Context: an optimization exercise on an open-source flow, tuned for small area and a short achievable clock period. The choices shown serve that exercise and are no tape-out recipe.
Where RTL was checked, it was by simulation tests only, not by an equivalence proof against the original.
No functional check of the RTL was part of runs 1 to 4.
Power is estimated from default activity; no workload was simulated.

$ cat run.sh
#!/bin/bash
# synth_recipe.tcl (not shown) runs the flow's synth.tcl, then flattens the netlist and writes it again
# the make line also repeats each setting of config.mk as NAME=value (left out here)
make -C /OpenROAD-flow-scripts/flow DESIGN_CONFIG=/design/flow/config.mk WORK_HOME=/design/flow/orfs CLKGATE_MAP_FILE= SYNTH_SCRIPT=/design/flow/synth_recipe.tcl finish
$ cat config.mk
export PLATFORM = sky130hd
export DESIGN_NAME = packet_switch
export DESIGN_NICKNAME = packet_switch
export VERILOG_FILES = /design/flow/design.v
export SDC_FILE = /design/flow/constraint.sdc
export NUM_CORES = 4
export LEC_CHECK = 0
export CAP_MARGIN = 20
export CORE_MARGIN = 2
export CORE_UTILIZATION = 40
export SETUP_SLACK_MARGIN = 2.2
export SLEW_MARGIN = 20
$ cat constraint.sdc
create_clock -name core_clock -period 4.4 [get_ports {clk}]
set_input_delay 0.8800 -clock core_clock [delete_from_list [all_inputs] [get_ports {clk}]]
set_output_delay 0.8800 -clock core_clock [all_outputs]
set_load 0.01 [all_outputs]
$ cat design.v
package switch_pkg;
    localparam int NUM_PORTS = 4;            
    typedef logic [7:0] byte_t;              
    typedef logic [1:0] port_idx_t;          
    typedef struct packed {
        logic      cyc;                      
        logic      stb;                      
        logic      we;                       
        port_idx_t adr;                      
        byte_t     dat;                      
    } wb_req_t;
    typedef struct packed {
        logic  ack;                          
        byte_t dat;                          
    } wb_rsp_t;
    typedef struct packed {
        logic  eop;
        byte_t data;
    } fifo_entry_t;
    typedef struct packed {
        logic  valid;                        
        logic  last;                         
        byte_t data;
    } port_out_t;
    typedef enum logic {RT_IDLE, RT_PAYLOAD} router_state_e;
    typedef enum logic [1:0] {EG_IDLE, EG_SEND, EG_GAP} egress_state_e;
endpackage
module packet_switch
#(
    parameter int FIFO_DEPTH = 32,
    parameter int MAX_PKT    = 16,
    parameter int GAP_CYCLES = 4
) (
    input  logic                  clk,
    input  logic                  reset_b,
    input  logic                  i_wb_cyc,
    input  logic                  i_wb_stb,
    input  logic                  i_wb_we,
    input  logic [1:0]            i_wb_adr,
    input  logic [7:0]            i_wb_dat,
    output logic                  o_wb_ack,
    output logic [7:0]            o_wb_dat,
    input  logic                  i_valid,
    input  logic [7:0]            i_data,
    output logic                  o_stall,
    output logic [switch_pkg::NUM_PORTS-1:0]  o_port_valid,
    output logic [switch_pkg::NUM_PORTS-1:0]  o_port_last,
    output logic [switch_pkg::NUM_PORTS*8-1:0] o_port_data,
    input  logic [switch_pkg::NUM_PORTS-1:0]  i_read
);
    localparam int NP = switch_pkg::NUM_PORTS;
    localparam int RD = 15;                  
    localparam int GW = $clog2(GAP_CYCLES + 1);
    function automatic logic [3:0] inc15(input logic [3:0] x);
        if (x == 4'(RD - 1)) inc15 = 4'd0;
        else                 inc15 = x + 4'd1;
    endfunction
    logic       req;
    logic       ack_q;
    logic [7:0] addr_q [NP];
    logic [7:0] rdat_q;                      
    assign req = i_wb_cyc && i_wb_stb;
    always_ff @(posedge clk or negedge reset_b) begin
        if (!reset_b) ack_q <= 1'b0;
        else          ack_q <= req && !ack_q;
    end
    always_ff @(posedge clk or negedge reset_b) begin
        if (!reset_b) begin
            for (int k = 0; k < NP; k++) addr_q[k] <= 8'(k);
        end else if (ack_q && req && i_wb_we) begin
            addr_q[i_wb_adr] <= i_wb_dat;
        end
    end
    always_ff @(posedge clk) rdat_q <= addr_q[i_wb_adr];
    assign o_wb_ack = ack_q;
    assign o_wb_dat = rdat_q;
    logic          rt_pay_q;                 
    logic          hit_q;
    logic [NP-1:0] tgt_q;                    
    logic          pend_q;                   
    logic [NP-1:0] wr_q;                     
    logic [7:0]    data_q;
    logic          match_hit;
    logic [NP-1:0] match_oh;
    always_comb begin
        match_hit = 1'b0;
        match_oh  = '0;
        for (int k = NP - 1; k >= 0; k--) begin
            if (i_data == addr_q[k]) begin
                match_hit = 1'b1;
                match_oh  = NP'(1) << k;
            end
        end
        if (!match_hit) match_oh = NP'(1);   
    end
    always_ff @(posedge clk or negedge reset_b) begin
        if (!reset_b) begin
            rt_pay_q <= 1'b0;
            hit_q    <= 1'b0;
            tgt_q    <= NP'(1);
            pend_q   <= 1'b0;
            wr_q     <= '0;
        end else begin
            pend_q <= rt_pay_q && i_valid && hit_q;
            wr_q   <= {NP{rt_pay_q && i_valid && hit_q}} & tgt_q;
            if (!rt_pay_q) begin
                if (i_valid) begin
                    rt_pay_q <= 1'b1;
                    hit_q    <= match_hit;
                    tgt_q    <= match_oh;
                end
            end else if (!i_valid) begin
                rt_pay_q <= 1'b0;
            end
        end
    end
    always_ff @(posedge clk) data_q <= i_data;
    logic [8:0] in_word;                     
    assign in_word = {!i_valid, data_q};
    logic [8:0] ovf_mem [RD];
    logic [3:0] ovf_wp_q, ovf_rp_q;
    logic [3:0] ovf_cnt_q;                   
    logic [8:0] ovf_head_q;
    logic       ovf_hv_q;                    
    logic       ovf_empty;
    logic [NP-1:0] rfull, valid;
    logic          t_full, t_pop;
    assign t_full = |(rfull & tgt_q);
    assign t_pop  = |(valid & i_read & tgt_q);
    assign ovf_empty = (ovf_cnt_q == 4'd0);
    logic ovf_we1, ovf_we0, ovf_re1, ovf_hv1, ovf_hv0, ovf_we, ovf_re;
    assign ovf_we1 = ovf_hv_q && pend_q && !ovf_empty;
    assign ovf_we0 = ovf_hv_q && pend_q;
    assign ovf_re1 = ovf_hv_q && !ovf_empty;
    assign ovf_hv1 = ovf_hv_q && (!ovf_empty || pend_q);
    assign ovf_hv0 = ovf_hv_q || (pend_q && t_full);
    assign ovf_we  = t_pop ? ovf_we1 : ovf_we0;
    assign ovf_re  = t_pop && ovf_re1;
    always_ff @(posedge clk) begin
        if (ovf_we) ovf_mem[ovf_wp_q] <= in_word;
    end
    always_ff @(posedge clk) begin
        if (t_pop || !ovf_hv_q) ovf_head_q <= ovf_empty ? in_word : ovf_mem[ovf_rp_q];
    end
    logic [3:0] ovf_cnt_inc, ovf_cnt_dec;
    assign ovf_cnt_inc = ovf_cnt_q + 4'd1;
    assign ovf_cnt_dec = ovf_cnt_q - 4'd1;
    always_ff @(posedge clk or negedge reset_b) begin
        if (!reset_b) begin
            ovf_wp_q  <= '0;
            ovf_rp_q  <= '0;
            ovf_cnt_q <= '0;
            ovf_hv_q  <= 1'b0;
        end else begin
            if (ovf_we) ovf_wp_q <= inc15(ovf_wp_q);
            if (ovf_re) ovf_rp_q <= inc15(ovf_rp_q);
            if (ovf_we && !ovf_re)      ovf_cnt_q <= ovf_cnt_inc;
            else if (ovf_re && !ovf_we) ovf_cnt_q <= ovf_cnt_dec;
            ovf_hv_q  <= t_pop ? ovf_hv1 : ovf_hv0;
        end
    end
    assign o_stall = ovf_hv_q;
    for (genvar p = 0; p < NP; p++) begin : g_lane
        logic [8:0]    mem [RD];
        logic [3:0]    wp_q, rp_q;
        logic [3:0]    cnt_q;                
        logic [8:0]    head_q;               
        logic          hv_q;                 
        logic          valid_q;              
        logic [GW-1:0] gap_q;                
        logic          rempty, mig, wr, pop, rwe, rre;
        logic [8:0]    ring_word;
        assign rempty   = (cnt_q == 4'd0);
        assign rfull[p] = (cnt_q == 4'(RD));
        assign valid[p] = valid_q;
        assign pop      = valid_q && i_read[p];
        assign mig = tgt_q[p] && ovf_hv_q;   
        assign wr  = wr_q[p];                
        logic rwe1, rwe0, hv1, hv0, val1, val0;
        logic [GW-1:0] gap1, gap0;
        assign rwe1 = mig || (wr && !rempty);
        assign rwe0 = !mig && wr && hv_q && !rfull[p];
        assign rwe  = pop ? rwe1 : rwe0;
        assign rre  = pop && !rempty;
        assign hv1  = !rempty || wr;
        assign hv0  = hv_q || wr;
        assign gap1 = head_q[8] ? GW'(GAP_CYCLES) : '0;    
        assign gap0 = (gap_q != '0) ? gap_q - 1'b1 : gap_q;
        assign val1 = hv1 && !head_q[8];
        assign val0 = hv0 && (gap0 == '0);
        assign ring_word = mig ? ovf_head_q : in_word;
        always_ff @(posedge clk) begin
            if (rwe) mem[wp_q] <= ring_word;
        end
        always_ff @(posedge clk) begin
            if (pop || !hv_q) head_q <= rempty ? in_word : mem[rp_q];
        end
        logic [3:0] cnt_inc, cnt_dec;
        assign cnt_inc = cnt_q + 4'd1;
        assign cnt_dec = cnt_q - 4'd1;
        always_ff @(posedge clk or negedge reset_b) begin
            if (!reset_b) begin
                wp_q    <= '0;
                rp_q    <= '0;
                cnt_q   <= '0;
                hv_q    <= 1'b0;
                valid_q <= 1'b0;
                gap_q   <= '0;
            end else begin
                if (rwe) wp_q <= inc15(wp_q);
                if (rre) rp_q <= inc15(rp_q);
                if (rwe && !rre)      cnt_q <= cnt_inc;
                else if (rre && !rwe) cnt_q <= cnt_dec;
                hv_q    <= pop ? hv1  : hv0;
                valid_q <= pop ? val1 : val0;
                gap_q   <= pop ? gap1 : gap0;
            end
        end
        assign o_port_valid[p]       = valid_q;
        assign o_port_last[p]        = head_q[8];
        assign o_port_data[8*p +: 8] = head_q[7:0];
    end
endmodule
==> results.cfg, run 1 <==
[status]
status = finished clean

[routing]
post_drt_wl_per_cell_um = 24.5
wl_met2_um = 44400
wl_um = 89800
wl_met1_um = 37400
drtIter0Drc = 1883
routed_via_density = 5.52
num_vias = 20220
dr.pass1.iters = 5
drc_errors = 0
highest_layer = met5
ant_nets = 0
dr_wl_met3_um = 5240

[logic_synthesis]
syn-num-nets = 2130
netlist_area_um2 = 35400
syn_inst = 2070
ys_ff_latch = 861
synth_edf_count = 720
ys_top_cells_by_count = edfxtp_1 (720), mux4_2 (164), nor2_1 (145), dfrtp_1 (120), nand2_1 (117)
synth_ff_type = edfxtp_1
syn_avg_cell_area_um2 = 17.1
synth_warnings = 2
ys_seq_area_share_pct = 70.9
yosysUniqueCellTypes = 65
synth_top_area_share_pct = 61.1
ys_top_cells_by_area = edfxtp_1 (61%), mux4_2 (10%), dfrtp_1 (8.5%)
yosys.area.top_type = edfxtp_1
synth_most_common_cell = edfxtp_1
ys_async_sr_fraction_pct = 14.5

[power_and_ir_drop]
p_sw_uw = 6280
power_density_nw_per_um2 = 504
pwr-share-seq_pct = 43.9
p_comb_share_pct = 21.3
ir_drop_v = 0.000413
intPower_uw = 16700
p_leak_uw = 0.0156
clock_power_share_pct = 34.9
switching_share_pct = 27.3

[timing]
rsz0062_at_grt = true
timing.final.crit_share_pct = 60.0
finClkSkew_ns = 0.0330
fin_setup_tns_ns = 0
fin_crit_ns = 2.64
maxSlewViolCount = 0
hold_viol = 0
maxSlewHeadroom_pct = 32.0
worst_slew_pin_slew_ns = 1.02
fmaxAchievable_mhz = 379
setup_viol = 0

[placement]
place_congestion = 0.800
io_buffers = 77
dp_hpwl_um = 54100

[cells_and_area]
utilization_pct = 51.9
fillers = 6867
nNetsFinal = 2482
num_antenna_cells = 0
areaGrowthSynthToFinish_pct = 29.1
multi_input_area_um2 = 11200
regArea_um2 = 25100
layout-drive-gt1-share_pct = 39.8

[worst_setup_path]
slowest_delay_ns = 0.54
worstPathRequired_ns = 4.94
worstPathCellList = or4_4 -> a32o_2 -> a21oi_4 -> inv_2 -> ha_4 -> inv_4 -> ha_4 -> a21o_1 -> a21oi_2 -> xnor2_1 -> nor2_1 -> xor2_1
r2r_cells = 12
worst_setup_path_start_kind = register
cp_max_fo = 3
crit_slowest_cell = or4_4
path_buf_inv = 2
timing.rr.start = g_lane[0].cnt_q[3]
worst-setup-path-type = register to register
critPathTopFamily = compound AO/OA/AOI/OAI gates
worstSetupStartpoint = g_lane[0].cnt_q[3]
arrival_ns = 3.18
worstSetupPathDepth = 12
crit_path_end_kind = register
path_common_cell = ha_4
worstReg2RegEnd = g_lane[0].cnt_q[3]
reg2reg_slack_ns = 1.76

[grt]
grt_pass1_wl_um = 132000
grt_pass1_vias = 20568
gr-total-overflow = 0
track_usage_pct = 19.6
grt_max_degree = 94
antenna_found_initial = 2

[clocking]
cts_buffer_depth = 3
clkTransAtPathRegs_ns = 0.06
clock-sinks = 861
cts_root_buffer = clkbuf_16
worstSkewPairLatency_ns = 0.67
cts_tree = done
numCtsBuffers = 90
htreeDepth = 3

[floorplanning]
num_rows = 109
die_x_um = 301
die_h_um = 301
die-area_um2 = 90900
design.portCount = 78
coreArea_um2 = 88000
start_util_pct = 40.2

[job]
maxCapViolations = 0

[min_path]
worstHoldPathType = primary input to asynchronous set/reset pin
[logic make-up after synthesis]
kind of cell | Yosys count | share of synthesized area (%)
adder cells (fa/ha/maj) | 32 | 1.24
multiplexers | 317 | 15.1
XOR/XNOR | 53 | 1.31
flip-flops | 861 | 70.9
AND/OR/NAND/NOR | 411 | 5.35
AO/OA/AOI/OAI | 230 | 4.12
buffers and inverters | 166 | 2.02
[worst max-delay path by stage]
stage	endpoint	slack [ns]
CTS	g_lane[0].cnt_q[3]	1.73
global route	ovf_cnt_q[3]	1.64
finish	g_lane[0].cnt_q[3]	1.76
floorplan	g_lane[3].cnt_q[3]	1.63
global placement	g_lane[0].cnt_q[3]	0.56
detailed placement	g_lane[0].cnt_q[3]	0.56
[per-stage QoR]
step | worst slack [ns] | std cells | area [um^2] | hold WS [ns] | total power (uW)
2_1_floorplan | 1.63 | 2070 | 36400 | 0.466 | 12600
3_3_place_gp | 0.559 | 3229 | 38400 | 0.443 | 13900
3_5_place_dp | 0.560 | 3229 | 38400 | 0.454 | 14000
4_1_cts | 1.73 | 3609 | 44600 | 0.340 | 22900
5_1_grt | 1.64 | 3665 | 45700 | 0.383 | 23900
6_report | 1.76 | 3665 | 45700 | 0.323 | 23000
[cell usage in the layout, fill, tap and decap left out, types with 18 or more instances in the layout]
| cell | netlist | routed |
|---|---|---|
| a21oi_1 | 44 | 33 |
| buf_12 | 0 | 80 |
| buf_2 | 28 | 28 |
| buf_4 | 8 | 130 |
| buf_6 | 3 | 69 |
| clkbuf_16 | 0 | 101 |
| clkdlybuf4s50_1 | 0 | 21 |
| dfrtp_1 | 120 | 88 |
| dfrtp_2 | 0 | 23 |
| edfxtp_1 | 720 | 720 |
| inv_1 | 46 | 35 |
| mux2_2 | 95 | 85 |
| mux2i_1 | 58 | 49 |
| mux4_2 | 164 | 164 |
| nand2_1 | 117 | 107 |
| nand2b_1 | 19 | 18 |
| nor2_1 | 145 | 91 |
| nor2_4 | 0 | 45 |
| nor3_4 | 0 | 26 |
| o21ai_0 | 85 | 71 |
| xor2_1 | 38 | 38 |
[power groups by stage]
| stage | Combinational, uW | Sequential (uW) | Clock, uW |
|---|---|---|---|
| 3_3_place_gp | 3520 | 10400 | 0 |
| 2_1_floorplan | 2680 | 9920 | 0 |
| 4_1_cts | 4640 | 10100 | 8150 |
| 6_report | 4890 | 10100 | 8020 |
| 3_5_place_dp | 3600 | 10400 | 0 |
| 5_1_grt | 5250 | 10100 | 8490 |
[cell type report]
| class | instances | area share, % |
|---|---|---|
| tap | 1165 | 3.19 |
| clock buffer | 121 | 5.59 |
| clock inverter | 49 | 1.43 |
| inverter | 47 | 0.430 |
| sequential | 861 | 55.0 |
| multi-input combinational | 1045 | 24.5 |
| timing repair buffer | 377 | 9.85 |
[state kept, by name, indices dropped and copies added, names as in the netlist, 9 cells and up]
register and cells:
g_lane.cnt_q 16, g_lane.mem 540, g_lane.wp_q 16, g_lane.head_q 36, ovf_mem 135, g_lane.rp_q 16, ovf_head_q 9, addr_q 32
g_lane.gap_q 12
[repair_timing]
action | in CTS | in global routing
cloned | 13 | 11
pin swaps | 100 | 73
gates resized for setup | 335 | 117
setup endpoints to repair | 834 | 676
buffers inserted | 197 | 45
hold buffers | 0 | 0
[layer usage]
| layer | vias up | track usage, % |
|---|---|---|
| met2 | 659 | 32.3 |
| met4 | 2 | 6.30 |
| met5 | - | 0 |
| li1 | 8814 | - |
| met3 | 177 | 3.33 |
| met1 | 10568 | 26.6 |
==> run 2: changes to the inputs <==
--- a/design.v
+++ b/design.v
@@ -119,15 +119,20 @@
     assign in_word = {!i_valid, data_q};
     logic [8:0] ovf_mem [RD];
     logic [3:0] ovf_wp_q, ovf_rp_q;
-    logic [3:0] ovf_cnt_q;                   
+    logic       ovf_empty_q;                 
+    logic       ovf_one;                     
     logic [8:0] ovf_head_q;
     logic       ovf_hv_q;                    
     logic       ovf_empty;
+    logic [3:0] ovf_wp_i, ovf_rp_i;
     logic [NP-1:0] rfull, valid;
     logic          t_full, t_pop;
     assign t_full = |(rfull & tgt_q);
     assign t_pop  = |(valid & i_read & tgt_q);
-    assign ovf_empty = (ovf_cnt_q == 4'd0);
+    assign ovf_wp_i  = inc15(ovf_wp_q);
+    assign ovf_rp_i  = inc15(ovf_rp_q);
+    assign ovf_empty = ovf_empty_q;
+    assign ovf_one   = (ovf_wp_q == ovf_rp_i);
     logic ovf_we1, ovf_we0, ovf_re1, ovf_hv1, ovf_hv0, ovf_we, ovf_re;
     assign ovf_we1 = ovf_hv_q && pend_q && !ovf_empty;
     assign ovf_we0 = ovf_hv_q && pend_q;
@@ -142,20 +147,17 @@
     always_ff @(posedge clk) begin
         if (t_pop || !ovf_hv_q) ovf_head_q <= ovf_empty ? in_word : ovf_mem[ovf_rp_q];
     end
-    logic [3:0] ovf_cnt_inc, ovf_cnt_dec;
-    assign ovf_cnt_inc = ovf_cnt_q + 4'd1;
-    assign ovf_cnt_dec = ovf_cnt_q - 4'd1;
     always_ff @(posedge clk or negedge reset_b) begin
         if (!reset_b) begin
             ovf_wp_q  <= '0;
             ovf_rp_q  <= '0;
-            ovf_cnt_q <= '0;
+            ovf_empty_q <= 1'b1;
             ovf_hv_q  <= 1'b0;
         end else begin
-            if (ovf_we) ovf_wp_q <= inc15(ovf_wp_q);
-            if (ovf_re) ovf_rp_q <= inc15(ovf_rp_q);
-            if (ovf_we && !ovf_re)      ovf_cnt_q <= ovf_cnt_inc;
-            else if (ovf_re && !ovf_we) ovf_cnt_q <= ovf_cnt_dec;
+            if (ovf_we) ovf_wp_q <= ovf_wp_i;
+            if (ovf_re) ovf_rp_q <= ovf_rp_i;
+            ovf_empty_q <= t_pop ? (ovf_empty || (!pend_q && ovf_one))
+                                 : (ovf_empty && !(ovf_hv_q && pend_q));
             ovf_hv_q  <= t_pop ? ovf_hv1 : ovf_hv0;
         end
     end
@@ -163,15 +165,21 @@
     for (genvar p = 0; p < NP; p++) begin : g_lane
         logic [8:0]    mem [RD];
         logic [3:0]    wp_q, rp_q;
-        logic [3:0]    cnt_q;                
+        logic          rempty_q, rfull_q;    
+        logic          r_one, r_alm;         
+        logic [3:0]    wp_i, rp_i;
         logic [8:0]    head_q;               
         logic          hv_q;                 
         logic          valid_q;              
         logic [GW-1:0] gap_q;                
         logic          rempty, mig, wr, pop, rwe, rre;
         logic [8:0]    ring_word;
-        assign rempty   = (cnt_q == 4'd0);
-        assign rfull[p] = (cnt_q == 4'(RD));
+        assign wp_i     = inc15(wp_q);
+        assign rp_i     = inc15(rp_q);
+        assign rempty   = rempty_q;
+        assign rfull[p] = rfull_q;
+        assign r_one    = (wp_q == rp_i);
+        assign r_alm    = (wp_i == rp_q);
         assign valid[p] = valid_q;
         assign pop      = valid_q && i_read[p];
         assign mig = tgt_q[p] && ovf_hv_q;   
@@ -195,22 +203,22 @@
         always_ff @(posedge clk) begin
             if (pop || !hv_q) head_q <= rempty ? in_word : mem[rp_q];
         end
-        logic [3:0] cnt_inc, cnt_dec;
-        assign cnt_inc = cnt_q + 4'd1;
-        assign cnt_dec = cnt_q - 4'd1;
         always_ff @(posedge clk or negedge reset_b) begin
             if (!reset_b) begin
                 wp_q    <= '0;
                 rp_q    <= '0;
-                cnt_q   <= '0;
+                rempty_q <= 1'b1;
+                rfull_q  <= 1'b0;
                 hv_q    <= 1'b0;
                 valid_q <= 1'b0;
                 gap_q   <= '0;
             end else begin
-                if (rwe) wp_q <= inc15(wp_q);
-                if (rre) rp_q <= inc15(rp_q);
-                if (rwe && !rre)      cnt_q <= cnt_inc;
-                else if (rre && !rwe) cnt_q <= cnt_dec;
+                if (rwe) wp_q <= wp_i;
+                if (rre) rp_q <= rp_i;
+                rempty_q <= pop ? (rempty || (!rwe1 && r_one))
+                                : (rempty && !rwe0);
+                rfull_q  <= pop ? (rfull_q && rwe1)
+                                : (rfull_q || (rwe0 && r_alm));
                 hv_q    <= pop ? hv1  : hv0;
                 valid_q <= pop ? val1 : val0;
                 gap_q   <= pop ? gap1 : gap0;
==> run 2 against run 1 <==
  * Cell area hardly changed
  * Count of clock-buffer cells in the layout down 8
  * First-iteration DRC count increased by 11%
  * Sequential cell count fell by 11
  * Utilization is 0.20 points lower
  * Hold slack better by 0.063 ns
  * Largest power group unchanged
  * Register-to-register slack gained 0.20 ns
  * Critical path depth decreased by 2
  * Clock skew down 0.0042 ns
  * Still clean
==> results.cfg, run 2 <==
[floorplanning]
coreArea_um2 = 88400
die_h_um = 303
design.portCount = 78
die_x_um = 303
die-area_um2 = 91600
num_rows = 109
start_util_pct = 40.4

[placement]
post-place-cells = 3322
io_buffers = 77
place_congestion = 0.834
dp_hpwl_um = 55900

[routing]
drc_errors = 0
dr.pass1.iters = 5
num_vias = 21122
ant_nets = 0
post_drt_wl_per_cell_um = 24.6
routed_via_density = 5.62
drtIter0Drc = 2090
wl_um = 92700

[logic_synthesis]
synth-compound-area-share_pct = 6.11
netlist_area_um2 = 35700
syn-num-nets = 2209
ys_top_cells_by_count = edfxtp_1 (720), mux4_2 (153), nand2_1 (137), o21ai_0 (128), nor2_1 (112)
synth_top_area_share_pct = 60.6
synth_xor_area_share_pct = 1.52
ys_async_sr_fraction_pct = 13.4
yosysUniqueCellTypes = 68
synth_ff_type = edfxtp_1
muxShareOfSynthArea_pct = 14.4
synth_edf_count = 720
synth_warnings = 2
synth_most_common_cell = edfxtp_1
ys_top_cells_by_area = edfxtp_1 (61%), mux4_2 (9.7%), dfrtp_1 (7.3%)
yosys.area.top_type = edfxtp_1
synthAdderAreaFrac_pct = 0.421
ys_seq_area_share_pct = 69.5
syn_inst = 2169
syn_avg_cell_area_um2 = 16.4
synth-simple-area-share_pct = 5.62
ys_ff_latch = 850
synth_top_family_by_area = multiplexers

[cells_and_area]
layout_commonest_cell = edfxtp_1
layout-drive-gt1-share_pct = 36.5
top_regs = g_lane.mem x540, ovf_mem x135, g_lane.head_q x36
utilization_pct = 51.7
final_cell_mix = edfxtp_1 (720), mux4_2 (162), buf_4 (139), nand2_1 (133), o21ai_0 (117)
nNetsFinal = 2564
fillers = 7001
final_cells = 3761
areaGrowthSynthToFinish_pct = 28.2
top_register = g_lane.mem
largest_reg_flops = 540

[timing]
timing.final.crit_share_pct = 55.6
setup_viol = 0
hold_viol = 0
maxSlewViolCount = 0
maxSlewHeadroom_pct = 30.9
fin_crit_ns = 2.45
fmaxAchievable_mhz = 409
rsz0062_at_grt = true
finClkSkew_ns = 0.0288
worst_slew_pin_slew_ns = 1.03
fin_setup_tns_ns = 0

[grt]
gr-total-overflow = 0
antenna_found_initial = 2
grt_max_degree = 66
grt_pass1_wl_um = 136000
grt_pass1_vias = 21217
track_usage_pct = 20.0

[job]
maxCapViolations = 0

[power_and_ir_drop]
power_density_nw_per_um2 = 583
p_leak_uw = 0.0155
ir_drop_v = 0.000273

[worst_setup_path]
worst_setup_path_start_kind = register
path_common_cell = buf_6
worstPathRequired_ns = 4.76
arrival_ns = 2.80
worst-setup-path-type = register to register
cp_max_fo = 9
crit_slowest_cell = dfrtp_2
crit_path_end_kind = register
slowest_delay_ns = 0.42
worstPathCellList = buf_6 -> and2_4 -> buf_6 -> o31ai_4 -> a21oi_4 -> buf_6 -> or3_4 -> buf_4 -> nor3_4 -> buf_12

[clocking]
cts_buffer_depth = 3
clock-sinks = 850
numCtsBuffers = 87
htreeDepth = 3
worstSkewPairLatency_ns = 0.65
cts_root_buffer = clkbuf_16
clkTransAtPathRegs_ns = 0.06
cts_tree = done

[status]
status = finished clean

[min_path]
worstHoldPathType = primary input to asynchronous set/reset pin
==> run 2: per-stage QoR <==
| stage | worst slack (ns) | area [um^2] | power, uW | hold WS, ns |
|---|---|---|---|---|
| 3_3_place_gp | 0.691 | 38500 | 17400 | 0.450 |
| 2_1_floorplan | 1.67 | 36500 | 15200 | 0.434 |
| 3_5_place_dp | 0.667 | 38500 | 17500 | 0.462 |
| 4_1_cts | 1.96 | 44700 | 26300 | 0.410 |
| 6_report | 1.95 | 45700 | 26600 | 0.386 |
| 5_1_grt | 1.92 | 45700 | 27800 | 0.444 |
==> run 2: per-layer routing <==
| layer | track usage, % | vias to the layer above | share of wire (%) | wire [um] |
|---|---|---|---|---|
| met5 | 0 | - | 0.025 | 23 |
| met3 | 3.30 | 152 | 6.3 | 5840 |
| met4 | 7.24 | 4 | 2.8 | 2610 |
| met2 | 31.8 | 768 | 48 | 44800 |
| li1 | - | 9234 | - | - |
| met1 | 28.0 | 10964 | 43 | 39400 |
==> run 2: cells by family after synthesis <==
group                    after synthesis
AO/OA/AOI/OAI                        346
XOR/XNOR                              62
multiplexers                         296
AND/OR/NAND/NOR                      419
adder cells (fa/ha/maj)               12
flip-flops                           850
buffers and inverters                184
==> run 2: worst max-delay path, delay by kind of cell, from the launching register on <==
family          cells  cell delay [ns]
flops               1             0.42
buf+inv             5             0.71
compound gates      2             0.36
simple gates        3             0.67
==> run 2: timing repair <==
item                                    CTS  global route
setup buffers                           199            58
pin swaps                                91            58
resized for setup                       327           103
cloned                                   16             5
hold buffers                              0             0
endpoints found under the setup margin  881           708
endpoints found under the hold margin     0             0
==> run 2: worst paths after layout <==
| kind | depth (start not counted) | endpoint | slack (ns) | start |
|---|---|---|---|---|
| setup reg to reg | 10 | g_lane[2].mem[0][5] | 1.95 | ovf_hv_q |
| hold reg to reg | 1 | g_lane[3].gap_q[0] | 0.47 | g_lane[3].gap_q[0] |
| max in group asynchronous | 2 | addr_q[3][0] | 3.00 | reset_b |
| min in group core_clock | 1 | g_lane[3].gap_q[0] | 0.47 | g_lane[3].gap_q[0] |
| hold / removal | 1 | addr_q[1][1] | 0.39 | reset_b |
| setup / recovery | 10 | g_lane[2].mem[0][5] | 1.95 | ovf_hv_q |
==> run 2: cell type report <==
type	count	area [um^2]	area share [%]
Sequential cell	850	24900	54.4
Multi-Input combinational cell	1139	11300	24.8
Timing Repair Buffer	406	4880	10.7
Clock buffer	113	2430	5.32
Tap cell	1165	1460	3.19
Clock inverter	47	564	1.23
Inverter	40	158	0.345
Antenna cell	1	2.50	0.00547
==> run 2: power breakdown <==
part           internal (uW)  total, uW  leakage [uW]  switching (uW)
Clock                   4610       7670       0.00146            3050
Sequential              9770      10900       0.00807            1150
Combinational           4040       8070       0.00602            4030
Total                  18400      26600        0.0155            8230
==> run 3: changes to the inputs <==
--- a/config.mk
+++ b/config.mk
@@ -8,5 +8,5 @@
 export CAP_MARGIN = 20
 export CORE_MARGIN = 2
 export CORE_UTILIZATION = 40
-export SETUP_SLACK_MARGIN = 2.2
+export SETUP_SLACK_MARGIN = 1.6
 export SLEW_MARGIN = 20
==> run 3 against run 2 <==
  * Cell count is 6.1% lower
  * Worst setup slack worse by 0.33 ns
  * Sequential share of layout area is 5.7 points higher
  * Critical path type unchanged
  * First-iteration DRC count is 14% lower
  * Wire length is 7.6% lower
  * Sequential power hardly changed
  * Clock power is 4.3% lower
==> results.cfg, run 3 <==
[timing]
maxSlewHeadroom_pct = 31.3
hold_viol = 0
setup_viol = 0
fmaxAchievable_mhz = 361
fin_crit_ns = 2.77
fin_setup_tns_ns = 0
rsz0062_at_grt = false
maxSlewViolCount = 0
worst_slew_pin_slew_ns = 1.03
finClkSkew_ns = 0.0254
timing.final.crit_share_pct = 63.0

[routing]
routed_via_density = 5.58
ant_nets = 0
drtIter0Drc = 1804
num_vias = 19713
wl_met2_um = 41100
dr.pass1.iters = 6
dr_wl_met3_um = 5500
wl_met1_um = 37200
highest_layer = met5
post_drt_wl_per_cell_um = 24.2
wl_um = 85700
drc_errors = 0

[placement]
place_area_um2 = 38000
io_buffers = 77
place_congestion = 0.844
dp_hpwl_um = 56200

[clocking]
htreeDepth = 3
ctsHoldBuffers = 0
cts_buffer_depth = 3
clkTransAtPathRegs_ns = 0.06
clock-sinks = 850
cts_root_buffer = clkbuf_16
numCtsBuffers = 87
cts_tree = done
worstSkewPairLatency_ns = 0.64

[worst_setup_path]
worstPathCellList = buf_4 -> mux4_2 -> a2111oi_0 -> a221oi_1
critPathTopFamily = compound AO/OA/AOI/OAI gates
path_buf_inv = 1
arrival_ns = 3.11
worstPathRequired_ns = 4.74
crit_path_end_kind = register
crit_slowest_cell = dfrtp_2
worst-setup-path-type = register to register
worst_setup_path_start_kind = register
cp_max_fo = 36
slowest_delay_ns = 0.80

[logic_synthesis]
ys_top_cells_by_count = edfxtp_1 (720), mux4_2 (153), nand2_1 (137), o21ai_0 (128), nor2_1 (112)
ys_ff_latch = 850
netlist_area_um2 = 35700
syn-num-nets = 2209
ys_top_cells_by_area = edfxtp_1 (61%), mux4_2 (9.7%), dfrtp_1 (7.3%)
synth_most_common_cell = edfxtp_1
synth_edf_count = 720
synth_warnings = 2
yosysUniqueCellTypes = 68
synth_top_area_share_pct = 60.6
ys_seq_area_share_pct = 69.5
synth_ff_type = edfxtp_1
syn_avg_cell_area_um2 = 16.4
ys_async_sr_fraction_pct = 13.4
yosys.area.top_type = edfxtp_1
syn_inst = 2169

[grt]
grt_pass1_vias = 19632
track_usage_pct = 18.8
grt_max_degree = 74
grt_pass1_wl_um = 128000
antenna_found_initial = 4
gr-total-overflow = 0

[cells_and_area]
utilization_pct = 46.7
layout_commonest_cell = edfxtp_1
top_regs = g_lane.mem x540, ovf_mem x135, g_lane.head_q x36
fillers = 7486
largest_reg_flops = 540
layout-drive-gt1-share_pct = 23.7
final_cell_mix = edfxtp_1 (720), mux4_2 (153), nand2_1 (136), o21ai_0 (127), buf_4 (97)
multi_input_area_um2 = 10400
regArea_um2 = 24800
top_register = g_lane.mem
areaGrowthSynthToFinish_pct = 15.8
nNetsFinal = 2335
final_area_um2 = 41300

[floorplanning]
design.portCount = 78
die-area_um2 = 91600
num_rows = 109
die_x_um = 303
coreArea_um2 = 88400
die_h_um = 303
start_util_pct = 40.4

[power_and_ir_drop]
p_leak_uw = 0.0138
finalPower_uw = 24500
power_density_nw_per_um2 = 594
ir_drop_v = 0.000508

[min_path]
worstHoldPathType = primary input to asynchronous set/reset pin

[job]
maxCapViolations = 0

[status]
status = finished clean
run 3: area by class of cell:
cell class                      count  share of cell area (%)
Timing Repair Buffer              180                    3.94
Multi-Input combinational cell   1136                    25.1
Antenna cell                        1                 0.00606
Inverter                           40                   0.364
Tap cell                         1165                    3.53
Clock buffer                      110                    5.56
Clock inverter                     51                    1.33
Sequential cell                   850                    60.1
run 3: worst paths after layout:
check	start	slack, ns	end	cells after the start
min in group core_clock	ack_q	0.45	ack_q	1
setup / recovery	g_lane[3].rp_q[1]	1.63	g_lane[3].head_q[1]	4
max in group asynchronous	reset_b	3.22	g_lane[1].rp_q[0]	2
hold reg to reg	ack_q	0.45	ack_q	1
hold / removal	reset_b	0.24	ack_q	1
setup reg to reg	g_lane[3].rp_q[1]	1.63	g_lane[3].head_q[1]	4
run 3: cell families after synthesis:
logic type | Yosys count | share of synthesized area (%)
flip-flops | 850 | 69.5
adder cells (fa/ha/maj) | 12 | 0.421
AND/OR/NAND/NOR | 419 | 5.62
buffers and inverters | 184 | 2.34
multiplexers | 296 | 14.4
AO/OA/AOI/OAI | 346 | 6.11
XOR/XNOR | 62 | 1.52
run 3: per-layer routing:
| metal | vias to the layer above | GRT usage, % |
|---|---|---|
| met3 | 134 | 3.46 |
| met1 | 10177 | 26.7 |
| met4 | 2 | 4.76 |
| met2 | 662 | 29.9 |
| li1 | 8738 | - |
| met5 | - | 0 |
run 3: through the flow:
stage          hold slack (ns)  setup WS [ns]  std cells
4_1_cts                  0.232           1.45       3525
2_1_floorplan            0.434           1.59       2169
5_1_grt                  0.271           1.60       3533
3_5_place_dp             0.443          0.538       3358
3_3_place_gp             0.439          0.719       3358
6_report                 0.239           1.63       3533
run 3: where the power goes:
part / internal (uW) / switching, uW
Clock: 4210 / 3130
Sequential: 9730 / 1390
Combinational: 2990 / 3070
run 3: repair_timing:
| item | CTS | global route |
|---|---|---|
| gates cloned | 0 | 1 |
| resized for setup | 50 | 27 |
| setup buffers | 6 | 6 |
| setup endpoints to repair | 356 | 490 |
| pin swaps | 5 | 5 |
==> run 4: changes to the inputs <==
--- a/config.mk
+++ b/config.mk
@@ -8,5 +8,5 @@
 export CAP_MARGIN = 20
 export CORE_MARGIN = 2
 export CORE_UTILIZATION = 40
-export SETUP_SLACK_MARGIN = 1.6
+export SETUP_SLACK_MARGIN = 1.9
 export SLEW_MARGIN = 20
==> run 4 against run 3 <==
  * Critical path depth increased by 3
  * Cell count grew 1.4%
  * Non-clock buffer count rose by 44
  * First-iteration DRC count up 13%
  * Sequential cell count is the same
  * Register-to-register slack improved by 0.27 ns
  * Critical path type unchanged
==> results.cfg, run 4 <==
[status]
status = finished clean

[logic_synthesis]
yosys.area.top_type = edfxtp_1
syn_inst = 2169
ys_top_cells_by_count = edfxtp_1 (720), mux4_2 (153), nand2_1 (137), o21ai_0 (128), nor2_1 (112)
syn_avg_cell_area_um2 = 16.4
synth_edf_count = 720
yosysUniqueCellTypes = 68
ys_seq_area_share_pct = 69.5
netlist_area_um2 = 35700
ys_top_cells_by_area = edfxtp_1 (61%), mux4_2 (9.7%), dfrtp_1 (7.3%)
synth_top_area_share_pct = 60.6
synth_most_common_cell = edfxtp_1
syn-num-nets = 2209
synth_ff_type = edfxtp_1
synth_warnings = 2
ys_async_sr_fraction_pct = 13.4
ys_ff_latch = 850

[timing]
maxSlewViolCount = 0
fin_setup_tns_ns = 0
timing.final.crit_share_pct = 56.9
setup_viol = 0
hold_viol = 0
finClkSkew_ns = 0.0308
maxSlewHeadroom_pct = 25.4
fmaxAchievable_mhz = 399
worst_slew_pin_slew_ns = 1.12
fin_crit_ns = 2.50
rsz0062_at_grt = true
whs_ns = 0.317

[routing]
dr.pass1.iters = 5
num_vias = 20254
post_drt_wl_per_cell_um = 24.7
routed_via_density = 5.65
wl_met1_um = 38500
drc_errors = 0
ant_nets = 0
drtIter0Drc = 2034
wl_met2_um = 41700
dr_wl_met3_um = 6110
highest_layer = met5
wl_um = 88500

[clocking]
htreeDepth = 3
worstSkewPairLatency_ns = 0.64
clkTransAtPathRegs_ns = 0.06
cts_buffer_depth = 3
numCtsBuffers = 87
cts_tree = done
clock-sinks = 850
cts_root_buffer = clkbuf_16

[worst_setup_path]
worstPathRequired_ns = 4.76
worst_setup_path_start_kind = register
crit_path_end_kind = register
worst-setup-path-type = register to register
cp_max_fo = 9
arrival_ns = 2.86

[cells_and_area]
regArea_um2 = 24900
top_register = g_lane.mem
num_antenna_cells = 0
layout_commonest_cell = edfxtp_1
largest_reg_flops = 540
final_cell_mix = edfxtp_1 (720), mux4_2 (153), nand2_1 (134), o21ai_0 (126), buf_4 (96)
nNetsFinal = 2383
fillers = 7283
layout-drive-gt1-share_pct = 27.8
areaGrowthSynthToFinish_pct = 19.6
multi_input_area_um2 = 10900
top_regs = g_lane.mem x540, ovf_mem x135, g_lane.head_q x36

[power_and_ir_drop]
ir_drop_v = 0.000341
power_density_nw_per_um2 = 590
finalPower_uw = 25200
p_leak_uw = 0.0142

[floorplanning]
die_x_um = 303
start_util_pct = 40.4
die-area_um2 = 91600
coreArea_um2 = 88400
design.portCount = 78
die_h_um = 303
num_rows = 109

[grt]
grt_max_degree = 83
grt_pass1_wl_um = 131000
gr-total-overflow = 0
grt_pass1_vias = 19822
antenna_found_initial = 2
track_usage_pct = 19.1

[job]
maxCapViolations = 0

[placement]
place_congestion = 0.854
dp_hpwl_um = 56600
io_buffers = 77

[min_path]
worstHoldPathType = primary input to asynchronous set/reset pin
run 4: cell counts after synthesis:
Identical to the previous run, type by type.
run 4: routing by layer:
metal | vias to the layer above | GRT usage [%]
met2 | 756 | 30.0
met4 | 4 | 5.51
li1 | 8867 | -
met1 | 10479 | 27.8
met3 | 148 | 3.14
met5 | - | 0
run 4: final timing paths:
check                           startpoint                end  slack (ns)  depth (start not counted)
worst max register to register    tgt_q[2]      ovf_mem[3][4]        1.90                          7
min in group core_clock              ack_q              ack_q        0.46                          1
worst min-delay path               reset_b  g_lane[3].wp_q[3]        0.32                          1
worst min register to register       ack_q              ack_q        0.46                          1
worst max-delay path              tgt_q[2]      ovf_mem[3][4]        1.90                          7
max in group asynchronous          reset_b       addr_q[3][0]        3.02                          2
run 4: through the flow:
step / util (%) / cells / worst slack (ns) / cell area (um^2)
floorplan: - / 2169 / 1.67 / 36100
global placement: 43.1 / 3319 / 0.735 / 38100
detailed placement: 43.1 / 3319 / 0.698 / 38100
CTS: 47.5 / 3531 / 1.77 / 42000
global route: 48.3 / 3582 / 1.82 / 42700
finish: 48.3 / 3582 / 1.90 / 42700
run 4: power by group:
part           switching (uW)  internal, uW
combinational            3460          3270
clock                    3080          4370
sequential               1260          9740
run 4: cell type report:
class	instances	share of cell area [%]
Sequential cell	850	58.2
Multi-Input combinational cell	1140	25.6
Timing Repair Buffer	224	5.57
Clock buffer	109	5.56
Tap cell	1165	3.42
Clock inverter	54	1.25
Inverter	40	0.352
run 4: timing repair:
item	CTS	global route
pin swaps	30	26
endpoints found under the setup margin	716	457
hold buffers	0	0
gates cloned	0	7
buffers inserted	49	44
gates resized for setup	97	32
run 4: critical path, stage by stage (launching register included):
cell,delay (ns)
dfrtp_2,0.48
and3_4,0.23
or4_4,0.57
a21oi_4,0.21
buf_4,0.17
nand3_4,0.16
nor3_4,0.23
buf_12,0.15
run 4: logic make-up after synthesis:
logic type | share of synthesized area (%)
buffers and inverters | 2.34
DFF | 69.5
adders and majority gates | 0.421
muxes | 14.4
xor gates and xnor gates | 1.52
AOI/OAI and AO/OA | 6.11
and+or+nand+nor | 5.62
==> run 5: changes to the inputs <==
--- a/design.v
+++ b/design.v
@@ -51,9 +51,15 @@
     localparam int NP = switch_pkg::NUM_PORTS;
     localparam int RD = 15;                  
     localparam int GW = $clog2(GAP_CYCLES + 1);
-    function automatic logic [3:0] inc15(input logic [3:0] x);
-        if (x == 4'(RD - 1)) inc15 = 4'd0;
-        else                 inc15 = x + 4'd1;
+    function automatic logic [RD-1:0] rot(input logic [RD-1:0] x);
+        rot = {x[RD-2:0], x[RD-1]};
+    endfunction
+    function automatic logic [8:0] rd_word(input logic [RD-1:0] sel,
+                                           input logic [RD*9-1:0] words);
+        rd_word = '0;
+        for (int i = 0; i < RD; i++) begin
+            rd_word = rd_word | ({9{sel[i]}} & words[9*i +: 9]);
+        end
     endfunction
     logic       req;
     logic       ack_q;
@@ -117,22 +123,19 @@
     always_ff @(posedge clk) data_q <= i_data;
     logic [8:0] in_word;                     
     assign in_word = {!i_valid, data_q};
-    logic [8:0] ovf_mem [RD];
-    logic [3:0] ovf_wp_q, ovf_rp_q;
+    logic [RD*9-1:0] ovf_mem;
+    logic [RD-1:0]   ovf_wp_q, ovf_rp_q;
     logic       ovf_empty_q;                 
     logic       ovf_one;                     
     logic [8:0] ovf_head_q;
     logic       ovf_hv_q;                    
     logic       ovf_empty;
-    logic [3:0] ovf_wp_i, ovf_rp_i;
     logic [NP-1:0] rfull, valid;
     logic          t_full, t_pop;
     assign t_full = |(rfull & tgt_q);
     assign t_pop  = |(valid & i_read & tgt_q);
-    assign ovf_wp_i  = inc15(ovf_wp_q);
-    assign ovf_rp_i  = inc15(ovf_rp_q);
     assign ovf_empty = ovf_empty_q;
-    assign ovf_one   = (ovf_wp_q == ovf_rp_i);
+    assign ovf_one   = |(ovf_wp_q & rot(ovf_rp_q));
     logic ovf_we1, ovf_we0, ovf_re1, ovf_hv1, ovf_hv0, ovf_we, ovf_re;
     assign ovf_we1 = ovf_hv_q && pend_q && !ovf_empty;
     assign ovf_we0 = ovf_hv_q && pend_q;
@@ -142,20 +145,22 @@
     assign ovf_we  = t_pop ? ovf_we1 : ovf_we0;
     assign ovf_re  = t_pop && ovf_re1;
     always_ff @(posedge clk) begin
-        if (ovf_we) ovf_mem[ovf_wp_q] <= in_word;
+        for (int i = 0; i < RD; i++) begin
+            if (ovf_we && ovf_wp_q[i]) ovf_mem[9*i +: 9] <= in_word;
+        end
     end
     always_ff @(posedge clk) begin
-        if (t_pop || !ovf_hv_q) ovf_head_q <= ovf_empty ? in_word : ovf_mem[ovf_rp_q];
+        if (t_pop || !ovf_hv_q) ovf_head_q <= ovf_empty ? in_word : rd_word(ovf_rp_q, ovf_mem);
     end
     always_ff @(posedge clk or negedge reset_b) begin
         if (!reset_b) begin
-            ovf_wp_q  <= '0;
-            ovf_rp_q  <= '0;
+            ovf_wp_q  <= RD'(1);
+            ovf_rp_q  <= RD'(1);
             ovf_empty_q <= 1'b1;
             ovf_hv_q  <= 1'b0;
         end else begin
-            if (ovf_we) ovf_wp_q <= ovf_wp_i;
-            if (ovf_re) ovf_rp_q <= ovf_rp_i;
+            if (ovf_we) ovf_wp_q <= rot(ovf_wp_q);
+            if (ovf_re) ovf_rp_q <= rot(ovf_rp_q);
             ovf_empty_q <= t_pop ? (ovf_empty || (!pend_q && ovf_one))
                                  : (ovf_empty && !(ovf_hv_q && pend_q));
             ovf_hv_q  <= t_pop ? ovf_hv1 : ovf_hv0;
@@ -163,23 +168,20 @@
     end
     assign o_stall = ovf_hv_q;
     for (genvar p = 0; p < NP; p++) begin : g_lane
-        logic [8:0]    mem [RD];
-        logic [3:0]    wp_q, rp_q;
+        logic [RD*9-1:0] mem;
+        logic [RD-1:0] wp_q, rp_q;
         logic          rempty_q, rfull_q;    
         logic          r_one, r_alm;         
-        logic [3:0]    wp_i, rp_i;
         logic [8:0]    head_q;               
         logic          hv_q;                 
         logic          valid_q;              
         logic [GW-1:0] gap_q;                
         logic          rempty, mig, wr, pop, rwe, rre;
         logic [8:0]    ring_word;
-        assign wp_i     = inc15(wp_q);
-        assign rp_i     = inc15(rp_q);
         assign rempty   = rempty_q;
         assign rfull[p] = rfull_q;
-        assign r_one    = (wp_q == rp_i);
-        assign r_alm    = (wp_i == rp_q);
+        assign r_one    = |(wp_q & rot(rp_q));
+        assign r_alm    = |(rot(wp_q) & rp_q);
         assign valid[p] = valid_q;
         assign pop      = valid_q && i_read[p];
         assign mig = tgt_q[p] && ovf_hv_q;   
@@ -198,23 +200,25 @@
         assign val0 = hv0 && (gap0 == '0);
         assign ring_word = mig ? ovf_head_q : in_word;
         always_ff @(posedge clk) begin
-            if (rwe) mem[wp_q] <= ring_word;
+            for (int i = 0; i < RD; i++) begin
+                if (rwe && wp_q[i]) mem[9*i +: 9] <= ring_word;
+            end
         end
         always_ff @(posedge clk) begin
-            if (pop || !hv_q) head_q <= rempty ? in_word : mem[rp_q];
+            if (pop || !hv_q) head_q <= rempty ? in_word : rd_word(rp_q, mem);
         end
         always_ff @(posedge clk or negedge reset_b) begin
             if (!reset_b) begin
-                wp_q    <= '0;
-                rp_q    <= '0;
+                wp_q    <= RD'(1);
+                rp_q    <= RD'(1);
                 rempty_q <= 1'b1;
                 rfull_q  <= 1'b0;
                 hv_q    <= 1'b0;
                 valid_q <= 1'b0;
                 gap_q   <= '0;
             end else begin
-                if (rwe) wp_q <= wp_i;
-                if (rre) rp_q <= rp_i;
+                if (rwe) wp_q <= rot(wp_q);
+                if (rre) rp_q <= rot(rp_q);
                 rempty_q <= pop ? (rempty || (!rwe1 && r_one))
                                 : (rempty && !rwe0);
                 rfull_q  <= pop ? (rfull_q && rwe1)
==> run 5 against run 4 <==
  * Still clean
  * Combinational power is about 80% lower
  * Count of clock-buffer cells in the layout is 10 higher
  * Synthesized area is 3.7% higher
  * Clock power increased by 13%
  * Cell area down 0.47%
  * Via count grew 8.7%
  * Clock skew down 0.0076 ns
  * Hold slack lost 0.065 ns
  * Non-clock buffer count fell by 119
  * Power fell by 20%
  * Critical path type is now primary input to register
  * Critical endpoint is now g_lane[2].mem[49]
==> results.cfg, run 5 <==
[status]
status = finished clean

[cells_and_area]
layout-drive-gt1-share_pct = 22.3
num_antenna_cells = 0
top_register = g_lane.mem
fillers = 7789
largest_reg_flops = 540
nNetsFinal = 2381
top_regs = g_lane.mem x540, ovf_mem x135
layout_commonest_cell = edfxtp_1
areaGrowthSynthToFinish_pct = 14.8
final_cell_mix = edfxtp_1 (720), a22oi_1 (277), mux2_2 (203), dfrtp_1 (202), a21oi_1 (106)

[routing]
ant_nets = 0
drc_errors = 0
drtIter0Drc = 3271
num_vias = 22007
dr.pass1.iters = 7
wl_um = 105000
post_drt_wl_per_cell_um = 29.2
routed_via_density = 6.10

[worst_setup_path]
arrival_ns = 2.85
crit_slowest_cell = clkdlybuf4s50_1
path_buf_inv = 1
worstPathRequired_ns = 4.73
reg2reg_slack_ns = 1.90
cp_max_fo = 15
slowest_delay_ns = 0.49
worst_setup_path_start_kind = primary input
critPathTopFamily = compound AO/OA/AOI/OAI gates
worstPathCellList = clkdlybuf4s50_1 -> a21bo_2 -> nor3b_1 -> o21ai_2 -> o21ai_4 -> and2_2
worst-setup-path-type = primary input to register
crit_path_end_kind = register

[logic_synthesis]
ys_async_sr_fraction_pct = 23.3
ys_top_cells_by_area = edfxtp_1 (58%), dfrtp_1 (14%), mux2_2 (6.2%)
netlist_area_um2 = 37000
syn_inst = 2258
synth_warnings = 2
synth_most_common_cell = edfxtp_1
ys_ff_latch = 960
syn-num-nets = 2298
ys_top_cells_by_count = edfxtp_1 (720), a22oi_1 (277), dfrtp_1 (204), mux2_2 (203), a21oi_1 (106)
yosys.area.top_type = edfxtp_1
synth_top_area_share_pct = 58.4
yosysUniqueCellTypes = 43
synth_edf_count = 720
synth_ff_type = edfxtp_1
syn_avg_cell_area_um2 = 16.4
ys_seq_area_share_pct = 74.5

[grt]
track_usage_pct = 22.1
grt_max_degree = 109
grt_pass1_vias = 21797
antenna_found_initial = 5
grt_pass1_wl_um = 153000
gr-total-overflow = 0

[timing]
hold_viol = 0
maxSlewViolCount = 0
timing.final.crit_share_pct = 57.2
setup_slack_ns = 1.88
fin_crit_ns = 2.52
fmaxAchievable_mhz = 398
worst_slew_pin_slew_ns = 0.991
finClkSkew_ns = 0.0231
setup_viol = 0
fin_setup_tns_ns = 0
rsz0062_at_grt = true
maxSlewHeadroom_pct = 33.8

[placement]
io_buffers = 77
dp_hpwl_um = 69500
post-place-ws_ns = 0.634
place_congestion = 0.930

[clocking]
clkTransAtPathRegs_ns = 0.06
htreeDepth = 3
ctsHoldBuffers = 0
cts_buffer_depth = 3
worstSkewPairLatency_ns = 0.66
cts_tree = done
numCtsBuffers = 95
cts_root_buffer = clkbuf_16
clock-sinks = 960

[power_and_ir_drop]
power_density_nw_per_um2 = 473
ir_drop_v = 0.000305
p_leak_uw = 0.0152

[floorplanning]
design.portCount = 78
die_h_um = 308
start_util_pct = 40.4
die_x_um = 308
num_rows = 111
coreArea_um2 = 91700
die-area_um2 = 94900

[min_path]
worstHoldPathType = primary input to asynchronous set/reset pin

[job]
maxCapViolations = 0
## run 5: changes by cell type after synthesis, sizes merged, moves of 44 or more
cell | before | now
mux4 | 163 | 8
mux2i | 44 | 0
a22o | 3 | 47
nand2 | 137 | 34
mux2 | 89 | 218
a22oi | 0 | 277
nand4 | 3 | 53
o21ai | 128 | 21
nand3 | 19 | 63
and2 | 11 | 80
dfrtp | 104 | 204
## run 5: where the power goes
| group | internal (uW) | switching [uW] | total, uW | leakage, uW |
|---|---|---|---|---|
| Sequential | 10100 | 252 | 10300 | 0.00968 |
| Clock | 4910 | 3510 | 8420 | 0.00159 |
| Combinational | 547 | 813 | 1360 | 0.00398 |
## run 5: worst paths after layout
kind,start,to,depth (start not counted)
min in group core_clock,ack_q,ack_q,1
worst min register to register,ack_q,ack_q,1
worst max register to register,tgt_q[2],g_lane[2].mem[49],5
worst max-delay path,i_read[2],g_lane[2].mem[49],6
max in group asynchronous,reset_b,g_lane[0].rempty_q,2
worst min-delay path,reset_b,g_lane[1].rp_q[3],1
## run 5: logic make-up (layout without fill, tap and decap cells)
family / after synthesis / after routing / synth area share (%)
simple gates: 338 / 339 / 4.83
xor+xnor: 34 / 34 / 0.805
compound gates: 532 / 534 / 10.4
mux: 226 / 226 / 7.27
fa+ha+maj: 12 / 12 / 0.406
buf+inv: 156 / 317 / 1.77
flops: 960 / 960 / 74.5
## run 5: timing repair
action,4_1_cts,5_1_grt
endpoints found under the setup margin,741,756
setup buffers,7,0
pin swaps,2,0
cloned,3,0
gates resized for setup,133,31
## run 5: worst reg2reg max path, stage by stage (launching register included)
cell	delay [ns]
dfrtp_1	0.54
nand2_2	0.45
nor3b_1	0.39
o21ai_2	0.18
o21ai_4	0.24
and2_2	0.39
## run 5: layer usage
layer  wire (um)  up-vias  global-route usage (%)
met2       48300     1334                    33.8
met5          20        -                       0
li1            -     9154                       -
met1       42600    11307                    31.0
met3       11200      208                    5.68
met4        3200        4                    7.08
## run 5: metrics by stage
stage	instances	utilization [%]	total power, uW	hold WS [ns]	area (um^2)
after floorplan	2258	-	11100	0.426	37000
after global placement	3420	42.5	11900	0.445	38900
after detailed placement	3420	42.5	11900	0.454	38900
after CTS	3608	46.3	20200	0.334	42400
after global routing	3608	46.3	20700	0.323	42500
final	3608	46.3	20100	0.252	42500
## run 5: final cells by class
cell class	count	area, um^2	area share, %
clock buffer	119	2590	6.09
clock inverter	59	678	1.60
inverter	34	128	0.300
multi-input combinational	1145	9010	21.2
sequential	960	27600	64.9
tap	1186	1480	3.49
timing repair buffer	105	1010	2.38
==> run 6: changes to the inputs <==
--- a/config.mk
+++ b/config.mk
@@ -8,5 +8,5 @@
 export CAP_MARGIN = 20
 export CORE_MARGIN = 2
 export CORE_UTILIZATION = 40
-export SETUP_SLACK_MARGIN = 1.9
+export SETUP_SLACK_MARGIN = 2.1
 export SLEW_MARGIN = 20
==> run 6 against run 5 <==
  * Global-route usage grew 0.31 points
  * Largest power group unchanged
  * Cell count increased by 0.91%
  * First-iteration DRC count fell by 12%
  * Still clean
  * Worst setup slack improved by 0.23 ns
==> results.cfg, run 6 <==
[status]
status = finished clean

[cells_and_area]
fillers = 7784
areaGrowthSynthToFinish_pct = 16.0
final_cells = 3641
nNetsFinal = 2408
final_cell_mix = edfxtp_1 (720), a22oi_1 (277), mux2_2 (203), dfrtp_1 (200), a21oi_1 (106)
top_regs = g_lane.mem x540, ovf_mem x135
regArea_um2 = 27600
largest_reg_flops = 540
multi_input_area_um2 = 9250
layout-drive-gt1-share_pct = 24.7
layout_commonest_cell = edfxtp_1
top_register = g_lane.mem

[logic_synthesis]
ys_seq_area_share_pct = 74.5
yosysUniqueCellTypes = 43
syn-num-nets = 2298
ys_async_sr_fraction_pct = 23.3
ys_top_cells_by_area = edfxtp_1 (58%), dfrtp_1 (14%), mux2_2 (6.2%)
synth_ff_type = edfxtp_1
ys_ff_latch = 960
netlist_area_um2 = 37000
synth_edf_count = 720
synth_warnings = 2
ys_top_cells_by_count = edfxtp_1 (720), a22oi_1 (277), dfrtp_1 (204), mux2_2 (203), a21oi_1 (106)
synth_most_common_cell = edfxtp_1
synth_top_area_share_pct = 58.4
syn_inst = 2258
yosys.area.top_type = edfxtp_1
syn_avg_cell_area_um2 = 16.4

[timing]
fin_crit_ns = 2.29
hold_viol = 0
maxSlewViolCount = 0
fin_setup_tns_ns = 0
rsz0062_at_grt = true
timing.final.crit_share_pct = 51.9
worst_slew_pin_slew_ns = 0.860
fmaxAchievable_mhz = 438
maxSlewHeadroom_pct = 42.6
finClkSkew_ns = 0.0306
setup_viol = 0

[floorplanning]
die-area_um2 = 94900
num_rows = 111
die_x_um = 308
coreArea_um2 = 91700
design.portCount = 78
die_h_um = 308
start_util_pct = 40.4

[worst_setup_path]
worst_setup_path_start_kind = register
crit_path_end_kind = primary output
slowest_delay_ns = 0.57
r2r_cells = 7
worstReg2RegEnd = g_lane[1].mem[74]
cp_max_fo = 8
arrival_ns = 1.41
worst-setup-path-type = register to primary output
timing.rr.start = ovf_hv_q
path_buf_inv = 1
worstPathRequired_ns = 3.52
reg2reg_slack_ns = 2.14
worstPathCellList = buf_6
crit_slowest_cell = dfrtp_4
critPathTopFamily = flip-flops

[placement]
post-place-cells = 3420
place_congestion = 0.939
dp_hpwl_um = 70100
io_buffers = 77

[clocking]
cts_root_buffer = clkbuf_16
clkTransAtPathRegs_ns = 0.06
htreeDepth = 3
cts_tree = done
clock-sinks = 960
cts_buffer_depth = 3
numCtsBuffers = 101
worstSkewPairLatency_ns = 0.66

[job]
maxCapViolations = 0

[grt]
track_usage_pct = 22.4
grt_max_degree = 86
grt_pass1_vias = 22014
gr-total-overflow = 0
grt_pass1_wl_um = 155000
antenna_found_initial = 2

[routing]
num_vias = 22064
routed_via_density = 6.06
drtIter0Drc = 2882
ant_nets = 0
post_drt_wl_per_cell_um = 29.5
dr.pass1.iters = 6
wl_um = 107000
drc_errors = 0

[power_and_ir_drop]
ir_drop_v = 0.000327
finalPower_uw = 20400
power_density_nw_per_um2 = 475
p_leak_uw = 0.0156

[min_path]
worstHoldPathType = primary input to asynchronous set/reset pin
-- run 6: cell count changes in the layout (fill, tap and decap cells not counted), sizes merged, moves of 4 or more --
cell / before / now
clkdlybuf4s50: 43 / 19
inv: 44 / 36
o21ai: 23 / 27
buf: 29 / 69
clkbuf: 120 / 135
clkinv: 29 / 33
-- run 6: how the worst max path moves through the flow --
stage	start	endpoint	slack, ns	cells after the start
after CTS	ovf_hv_q	o_stall	1.89	1
final	ovf_hv_q	o_stall	2.11	1
after detailed placement	i_read[3]	g_lane[3].mem[80]	0.93	6
after global routing	ovf_hv_q	o_stall	2.07	1
after floorplan	i_read[0]	g_lane[0].mem[0]	2.06	6
after global placement	i_read[3]	g_lane[3].mem[57]	0.96	6
-- run 6: area by class of cell --
class,count,share of cell area (%)
Timing Repair Buffer,121,2.45
Multi-Input combinational cell,1150,21.6
Sequential cell,960,64.3
Clock buffer,135,6.59
Antenna cell,1,0.00583
Inverter,34,0.306
Clock inverter,54,1.37
Tap cell,1186,3.46
-- run 6: per-layer routing --
metal	track usage (%)	vias to the layer above	wire [um]
met3	4.18	218	9310
met2	35.6	1231	50700
met5	0	-	8
met1	31.5	11407	43900
met4	6.66	2	3400
li1	-	9206	-
-- run 6: metrics by stage --
step           cell area [um^2]  setup WS [ns]  hold WS, ns  util (%)
2_1_floorplan             37100           2.06        0.426         -
3_3_place_gp              39100          0.958        0.441      42.6
3_5_place_dp              39100          0.930        0.456      42.6
4_1_cts                   42700           1.89        0.250      46.6
5_1_grt                   42900           2.07        0.255      46.8
6_report                  42900           2.11        0.204      46.8
-- run 6: cells by family (layout without fill, tap and decap cells) --
logic type / after synthesis / count (layout) / synth area share, %
AO/OA/AOI/OAI: 532 / 538 / 10.4
XOR/XNOR: 34 / 34 / 0.805
adder cells (fa/ha/maj): 12 / 12 / 0.406
buffers and inverters: 156 / 344 / 1.77
flip-flops: 960 / 960 / 74.5
multiplexers: 226 / 226 / 7.27
other: 0 / 1 / 0
AND/OR/NAND/NOR: 338 / 340 / 4.83
-- run 6: what timing repair did --
item,CTS,global route
cloned,5,3
endpoints found under the setup margin,843,753
hold buffers,0,0
pin swaps,3,1
gates resized for setup,187,46
setup buffers,19,4
-- run 6: power by group --
| group | switching, uW | internal (uW) |
|---|---|---|
| clock | 3510 | 5160 |
| sequential | 243 | 10100 |
| combinational | 872 | 530 |
| total | 4630 | 15800 |
==> run 7: changes to the inputs <==
--- a/config.mk
+++ b/config.mk
@@ -8,5 +8,5 @@
 export CAP_MARGIN = 20
 export CORE_MARGIN = 2
 export CORE_UTILIZATION = 40
-export SETUP_SLACK_MARGIN = 2.1
+export SETUP_SLACK_MARGIN = 2.5
 export SLEW_MARGIN = 20
==> run 7 against run 6 <==
  * Still clean on timing, DRC and antenna
  * Sequential share of layout area decreased by 3.2 points
  * Cell area is 5.6% higher
  * Synthesized cell count unchanged
  * Register-to-register slack improved by 0.10 ns
  * Critical path depth up 1
  * Utilization up 2.6 points
  * Synthesized area unchanged
  * Maximum frequency rose by 3.6%
  * Global-route usage rose by 1.1 points
  * Critical path type unchanged
  * Largest power group unchanged
==> results.cfg, run 7 <==
[clocking]
clkTransAtPathRegs_ns = 0.06
worstSkewPairLatency_ns = 0.67
ctsHoldBuffers = 0
clock-sinks = 960
cts_tree = done
numCtsBuffers = 97
cts_root_buffer = clkbuf_16
htreeDepth = 3
cts_buffer_depth = 3

[logic_synthesis]
synth_top_family_by_area = compound AO/OA/AOI/OAI gates
synthAdderAreaFrac_pct = 0.406
yosysUniqueCellTypes = 43
netlist_area_um2 = 37000
synth_ff_type = edfxtp_1
ys_top_cells_by_area = edfxtp_1 (58%), dfrtp_1 (14%), mux2_2 (6.2%)
synth-simple-area-share_pct = 4.83
synth_xor_area_share_pct = 0.805
ys_async_sr_fraction_pct = 23.3
ys_seq_area_share_pct = 74.5
synth_warnings = 2
synth-compound-area-share_pct = 10.4
yosys.area.top_type = edfxtp_1
syn_avg_cell_area_um2 = 16.4
syn_inst = 2258
ys_ff_latch = 960
synth_most_common_cell = edfxtp_1
synth_top_area_share_pct = 58.4
synth_edf_count = 720
muxShareOfSynthArea_pct = 7.27
ys_top_cells_by_count = edfxtp_1 (720), a22oi_1 (277), dfrtp_1 (204), mux2_2 (203), a21oi_1 (106)
syn-num-nets = 2298

[grt]
grt_use_met1_pct = 33.5
gr-usage-met2_pct = 36.1
grt_pass1_wl_um = 164000
grt_use_met3_pct = 5.02
grt_pass1_vias = 23367
track_usage_pct = 23.5
grt_max_degree = 102
antenna_found_initial = 2
gr-total-overflow = 0
busiest_layer = met2

[worst_setup_path]
crit_slowest_cell = dfrtp_2
cp_max_fo = 2
worstReg2RegEnd = g_lane[3].wp_q[6]
worst_setup_path_start_kind = register
worstSetupStartpoint = g_lane[3].valid_q
worstPathCellList = buf_12 -> buf_6
worstPathRequired_ns = 3.52
path_buf_inv = 2
reg2reg_slack_ns = 2.24
critPathTopFamily = flip-flops
arrival_ns = 1.33
r2r_cells = 10
slowest_delay_ns = 0.43
worst-setup-path-type = register to primary output
crit_path_end_kind = primary output
timing.rr.start = g_lane[3].valid_q

[floorplanning]
num_rows = 111
coreArea_um2 = 91700
die_x_um = 308
start_util_pct = 40.4
design.portCount = 78
die_h_um = 308
die-area_um2 = 94900

[min_path]
worstHoldPathType = primary input to asynchronous set/reset pin

[timing]
worst_slew_pin_slew_ns = 0.890
maxSlewViolCount = 0
fmaxAchievable_mhz = 453
rsz0062_at_grt = true
finClkSkew_ns = 0.0253
hold_viol = 0
maxSlewHeadroom_pct = 40.7
fin_crit_ns = 2.21
timing.final.crit_share_pct = 50.1
fin_setup_tns_ns = 0
setup_viol = 0
whs_ns = 0.264

[cells_and_area]
nNetsFinal = 2583
fillers = 7572
largest_reg_flops = 540
top_regs = g_lane.mem x540, ovf_mem x135
areaGrowthSynthToFinish_pct = 22.5
top_register = g_lane.mem
layout_commonest_cell = edfxtp_1
layout-drive-gt1-share_pct = 32.8
final_cell_mix = edfxtp_1 (720), a22oi_1 (277), dfrtp_1 (170), and2_4 (150), mux2_2 (129)

[power_and_ir_drop]
power_density_nw_per_um2 = 446
p_leak_uw = 0.0165
ir_drop_v = 0.000382

[routing]
drtIter0Drc = 3229
routed_via_density = 6.17
dr.pass1.iters = 8
drc_errors = 0
wl_um = 112000
ant_nets = 0
num_vias = 23525
post_drt_wl_per_cell_um = 29.4

[status]
status = finished clean

[placement]
place_congestion = 0.908
io_buffers = 77
dp_hpwl_um = 67700

[job]
maxCapViolations = 0
run 7: metal layers:
layer,part of all wire [%],vias to the layer above
met1,41,12174
li1,-,9650
met3,11,213
met5,0,-
met4,2.8,0
met2,46,1488
run 7: how the worst max path moves through the flow:
stage                               to  cells past startpoint  slack [ns]
floorplan            g_lane[0].mem[10]                      6        2.21
global placement    g_lane[3].mem[129]                      7        1.02
detailed placement  g_lane[3].mem[132]                      7         1.0
CTS                     o_port_last[1]                      1        2.14
global route        g_lane[3].wp_q[11]                     10        2.16
finish                 o_port_valid[3]                      2        2.19
run 7: timing repair:
item	CTS	global route
pin swaps	22	15
endpoints found under the hold margin	0	0
cloned	95	4
setup endpoints to repair	1473	886
setup buffers	94	16
gates resized for setup	441	80
run 7: logic make-up after synthesis:
logic type,count (synthesis)
compound gates,532
xor+xnor,34
fa+ha+maj,12
buf+inv,156
flops,960
mux,226
simple gates,338
run 7: layout make-up:
type / instances / area (um^2) / share of cell area, %
clock inverters: 52 / 542 / 1.20
clock buffers: 129 / 2660 / 5.87
multi-input cells: 1226 / 10400 / 23.0
flip-flops and latches: 960 / 27600 / 61.0
inverters: 34 / 131 / 0.290
repair buffers: 224 / 2440 / 5.38
diodes: 2 / 5.00 / 0.0110
well taps: 1186 / 1480 / 3.28
run 7: power by group:
group | switching, uW | total [uW] | internal (uW)
clock network | 3490 | 8330 | 4840
registers | 168 | 10200 | 10100
logic | 933 | 1650 | 720
total | 4590 | 20200 | 15600
run 7: stage by stage:
| step | setup WS [ns] | power, uW | instance area [um^2] | std cells | utilization [%] |
|---|---|---|---|---|---|
| global route | 2.16 | 20800 | 45300 | 3811 | 49.4 |
| floorplan | 2.21 | 11200 | 37600 | 2258 | - |
| CTS | 2.14 | 20300 | 44900 | 3791 | 49.0 |
| detailed placement | 0.998 | 11900 | 39400 | 3421 | 43.0 |
| global placement | 1.02 | 11800 | 39400 | 3421 | 43.0 |
| finish | 2.19 | 20200 | 45300 | 3813 | 49.4 |

## afterwards: timing with drivers on the ports
The flow's constraints put no driver on any port. The routed layouts listed below were extracted and timed again, unchanged, in two steps.
Step 1, drivers: a clkbuf_16 drives clk and a buf_2 each remaining input, both assumed.
Step 2 also shifts input and output timing later by t, the mid clock arrival at the registers, as if the neighbouring blocks saw the same clock.
a / b / c = ideal ports / drivers / drivers and shift; a / b = the first two.
run | shift t [ns] | setup slack, ns | slew at the worst register clock pin (ns) | cell pins on the clock port's net
run 1 | 0.714 | 1.760 / 1.760 / 1.153 | 0.07 / 0.07 | 1
run 2 | 0.695 | 1.955 / 1.955 / 1.270 | 0.06 / 0.06 | 1
run 3 | 0.691 | 1.628 / 1.607 / 0.969 | 0.07 / 0.07 | 1
run 4 | 0.692 | 1.895 / 1.885 / 1.233 | 0.07 / 0.07 | 1
run 5 | 0.712 | 1.885 / 1.896 / 1.215 | 0.07 / 0.07 | 1
run 6 | 0.712 | 2.114 / 2.051 / 1.424 | 0.06 / 0.06 | 1
run 7 | 0.717 | 2.193 / 2.130 / 1.573 | 0.07 / 0.07 | 1
After both steps setup and hold are still met in every run listed. For run 6, which loses most, drivers alone change the setup slack by -0.063 ns; drivers and shift together by -0.690 ns.
